Source: an optimization exercise on an open RTL-to-GDS flow (aim: small area, a short achievable clock period and few clock cycles per item). Production flows keep margins and buffers that such runs may drop.
In this exercise RTL edits were held to simulation tests only and were not proved equivalent to the original.
Power figures rest on the tool's default switching activity, not on a simulated workload.

## flow/design.v (module list and top-level ports; edited modules follow where they fit)
// module ssps_ram: 21 lines
// module sumset_productset_size: 8777 lines
// module ssps_fa: 10 lines
module sumset_productset_size #(
    parameter int MAX_N = 63
) (
    input  logic                                clk,
    input  logic                                rst_n,
    input  logic [((MAX_N + 7) / 8) * 8 - 1:0]  s_tdata,
    input  logic                                s_tvalid,
    output logic                                s_tready,
    output logic [ssps_pkg::OUT_TDATA_W-1:0]    m_tdata,
    output logic                                m_tvalid,
    input  logic                                m_tready,
    input  logic                                cfg_we,
    input  logic [ssps_pkg::CFG_W-1:0]          cfg_wdata
);
  // ...
==> flow/run.sh <==
#!/bin/bash
# synth_recipe.tcl (not shown) runs the flow's synth.tcl, then flattens the netlist and writes it again
# the make line also repeats each setting of config.mk as NAME=value (left out here)
make -C /OpenROAD-flow-scripts/flow DESIGN_CONFIG=/design/flow/config.mk WORK_HOME=/design/flow/orfs CLKGATE_MAP_FILE= SYNTH_SCRIPT=/design/flow/synth_recipe.tcl finish
==> flow/config.mk <==
export PLATFORM = sky130hd
export DESIGN_NAME = sumset_productset_size
export DESIGN_NICKNAME = sumset_productset_size
export VERILOG_FILES = /design/flow/design.v
export SDC_FILE = /design/flow/constraint.sdc
export NUM_CORES = 4
export LEC_CHECK = 0
export CAP_MARGIN = 20
export CORE_MARGIN = 2
export CORE_UTILIZATION = 45
export CTS_CLUSTER_DIAMETER = 100
export CTS_CLUSTER_SIZE = 20
export SETUP_SLACK_MARGIN = 5.0
export SLEW_MARGIN = 20
export SYNTH_HIERARCHICAL = 1
==> flow/constraint.sdc <==
create_clock -name core_clock -period 8.0 [get_ports {clk}]
set_input_delay 1.6000 -clock core_clock [delete_from_list [all_inputs] [get_ports {clk}]]
set_output_delay 1.6000 -clock core_clock [all_outputs]
set_load 0.01 [all_outputs]
==> out/qor.yml, run 1 <==
path_max_fanout: 15
buf_share: 0.0712
synth_flop_cell: "dfxtp_1"
grt_setup_unrepaired: "yes"
cp.required_ps: 8570
place_congestion: 1.08
synthArstFlopShare: 0.0358
wl_met2_um: 103000
dp_slack_ps: 4200
finalMaxSlewViolations: 0
final_hold_viol_count: 0
setup_viol: 0
ff2ff_setup_slack_ps: 4790
ys_ff_latch: 670
tightest_slew_ps: 1070
hold_buffers: 0
crit_path_cell_trace: "buf_4 > buf_4 > nand2_1 > and4_1 > nand3_1 > fa_1 > fa_1"
status: "no timing/DRC/antenna violations"
cts_max_path_buffers: 3
p_seq_w: 0.00567
grt-busiest-layer: "met2"
cts.sinks: 670
ant_nets: 0
multi_input_area_share: 0.603
n_antenna_cell: 18
Testbench counts, summed over its fixed seeds: cycles 390, items 360.
==> run 2, diff against run 1 <==
--- a/flow/config.mk
+++ b/flow/config.mk
@@ -7,7 +7,7 @@
 export LEC_CHECK = 0
 export CAP_MARGIN = 20
 export CORE_MARGIN = 2
-export CORE_UTILIZATION = 45
+export CORE_UTILIZATION = 50
 export CTS_CLUSTER_DIAMETER = 100
 export CTS_CLUSTER_SIZE = 20
 export SETUP_SLACK_MARGIN = 5.0
==> run 2 against run 1 <==
  * Still clean
  * Final area fell by 0.29%
  * Synthesized area did not move
  * Clock power rose by 2%
  * Clock skew rose by 38 ps
  * Synthesized cell count did not move
  * Combinational power fell by 4%
  * Core utilization rose by 5.3 points
  * Critical endpoint is now ss2098_q2
  * Largest cell class unchanged
  * Highest routed layer unchanged
==> out/qor.yml, run 2 <==
status: "no timing/DRC/antenna violations"
synth_edf_count: 108
synth_area_leader_cell: "fa_1"
grt_pass1_vias: 46136
synth_warnings: 7
routed_wl_um: 270000
worstSetupEndpointType: "register"
die-area_mm2: 0.104
clockRootBuffer: "clkbuf_16"
hold_path_class: "reg -> reg"
seq_area_frac_synth: 0.289
multi_input_area_mm2: 0.0340
initial_core_util: 0.505
ys_ff_latch: 670  # unchanged
final-seq-area_mm2: 0.0148
setup_tns_ps: 0
antenna_found_initial: 20
rows: 116
drc_errors: 0
cap_violations: 0
synthArstFlopShare: 0.0358  # unchanged
path_class: "reg -> reg"
synth_xor_area_frac: 0.00399
clkTransAtPathRegs_ps: 90
final.setup_skew_ps: 93.1
io_pins: 101
synth_simple_gate_area_share: 0.211
num_vias: 47896
wl_met2_um: 100000  # -3.2%
ant_nets: 0  # unchanged
min_period_ps: 3200
drt_iter0_markers: 10879
slew_headroom: 0.340
vias_per_cell: 7.66
yosysMostFrequentCell: "nand2_1"
ys_top_cells_by_count: "nand2_1 (1229), fa_1 (832), dfxtp_1 (538)"
track_usage: 0.505
synth_flop_cell: "dfxtp_1"
met1_length_um: 92800
largest_reg_flops: 90
finalMaxSlewViolations: 0  # unchanged
cts_tree: "built"
power.density_mw_per_mm2: 377
arrival_ps: 3730
netlist.area_leader.share: 0.330
layout_commonest_cell: "nand2_1"
syn_area_per_cell_um2: 9.99
stdcell_count: 6252
hold_ws_ps: 338
fin_crit_sh: 0.400
cts_buffers: 45
die_y_um: 322
grt_max_degree: 79
netlist_area_mm2: 0.0505
synth_area_leaders: "fa_1 (33%), dfxtp_1 (21%), nand2_1 (9.1%)"
grt_pass1_wl_um: 363000
cts.sinks: 670  # unchanged
fmax_mhz: 312
grt_overflow: 0
die_w_um: 322
final_hold_viol_count: 0  # unchanged
finish.net_count: 5858
setup_viol: 0  # unchanged
port_buffers: 93
layout_common_cells: "nand2_1 (1227), fa_1 (811), dfxtp_1 (470), nand4_1 (284), a22oi_1 (263)"
detail_route.wl_per_cell_um: 43.2
ys_types: 68
synth_top_family_by_area: "adder cells"
rr_worst_depth: 6
p_leak_nw: 24.3
highest_layer: "met5"
start_kind: "register"
cts_max_level: 2
cp.required_ps: 8530  # -40 ps
dr_wl_met3_um: 47900
synth_compound_area_frac: 0.0994
ir_drop_uv: 393
drt_pre_antenna_iters: 17
cts_max_path_buffers: 3  # unchanged
synth_mux_area_frac: 0.0127
tightest_slew_ps: 991  # -76.4 ps
netlist_instances: 5058
syn2layout_area_growth_pct: 11.5
clk_latency_ps: 740
coreArea_mm2: 0.100
dp.cells: 6039
grt_setup_unrepaired: "yes"
hold_depth: 0
dp_hpwl_um: 170000
drive_gt1_frac: 0.0929
path_max_fanout: 47  # +32
synthAdderAreaFrac: 0.340
place_congestion: 1.11  # +2.4%
fillers: 8760
[run 2: cell counts after synthesis]
No cell type changed its count.
[run 2: final cells by class]
type,count,share of cell area
multi-input combinational,3824,0.603
sequential,670,0.263
timing repair buffer,313,0.0742
tap,1298,0.0288
clock buffer,57,0.0211
clock inverter,19,0.00531
inverter,56,0.00378
antenna,15,0.000666
[run 2: power breakdown]
group	leakage, nW	switching (W)	total, W	internal [W]
clock	0.722	0.00143	0.00262	0.00119
combinational	17.8	0.00772	0.0129	0.00518
sequential	5.79	0.000775	0.00571	0.00493
[run 2: logic make-up after synthesis]
| kind of cell | after synthesis |
|---|---|
| adders and majority gates | 873 |
| xor gates and xnor gates | 23 |
| DFF | 670 |
| muxes | 41 |
| other | 1 |
| and+or+nand+nor | 2222 |
| buffers and inverters | 569 |
| AOI/OAI and AO/OA | 659 |
[run 2: timing repair]
| item | 4_1_cts | 5_1_grt |
|---|---|---|
| resized for setup | 210 | 105 |
| buffers inserted | 60 | 49 |
| setup endpoints to repair | 233 | 108 |
| cloned | 2 | 11 |
| hold buffers | 0 | 0 |
| pin swaps | 14 | 27 |
[run 2: worst paths after layout]
check,start,to,slack [ps]
max,m_r[31],ss2098_q2,4800
min,b2646_q2,b2646_q3,340
max reg2reg,m_r[31],ss2098_q2,4800
min reg2reg,b2646_q2,b2646_q3,340
max in group asynchronous,rst_n,q_wr[1],6380
min in group asynchronous,rst_n,cnt_reg[2],1010
[run 2: Yosys stat by module (local to each module, per instance)]
module / cells / flip-flops and latches / copies in the design / cell area, um2
ssps_fa: 1 / 0 / 825 / 20.0
sumset_productset_size: 4233 / 670 / 1 / 34000
[run 2: layer usage]
| layer | vias to the layer above | track usage |
|---|---|---|
| met3 | 1821 | 0.283 |
| met2 | 5393 | 0.661 |
| met1 | 23402 | 0.625 |
| met5 | - | 0.0676 |
| met4 | 40 | 0.330 |
| li1 | 17240 | - |
[run 2: per-stage QoR]
step | total power [W] | setup WS, ps | utilization | instance area [um2]
2_1_floorplan | 0.0124 | 5000 | - | 50600
3_3_place_gp | 0.0173 | 4180 | 0.520 | 52000
3_5_place_dp | 0.0175 | 4180 | 0.520 | 52000
4_1_cts | 0.0205 | 4840 | 0.551 | 55200
5_1_grt | 0.0224 | 4830 | 0.562 | 56300
6_report | 0.0212 | 4800 | 0.563 | 56300
[run 2: worst max-delay path, cell delays in order, from the launching register on]
cell and delay (ps):
dfxtp_4 510, buf_8 290, a22oi_1 280, nand4_1 120
nor3_1 470, nand3_1 180, fa_1 890

-- afterwards: timing with drivers on the ports --
Ports are ideal in the flow. The routed layouts listed here were re-timed in OpenROAD. Step 1 assumes that a clkbuf_16 drives the clock port and a buf_2 every other input. Step 2 moves the port delays by t, midway between the first and last clock arrival at a register: inputs arrive t later, outputs are due t later. That takes back most of the time a late clock gives input paths. a / b / c = ideal ports / drivers / drivers and shift; a / b = the first two.
run | t, ns | setup WS [ns] | worst slew at a driven data input, ns
run 1 | 0.778 | 4.785 / 4.785 / 4.412 | 0.11
run 2 | 0.768 | 4.799 / 4.799 / 4.490 | 0.10
After both steps every run listed still meets setup and hold. The setup slack of run 1, which loses most, moves by 0.000 ns with the drivers and by -0.373 ns with both steps.
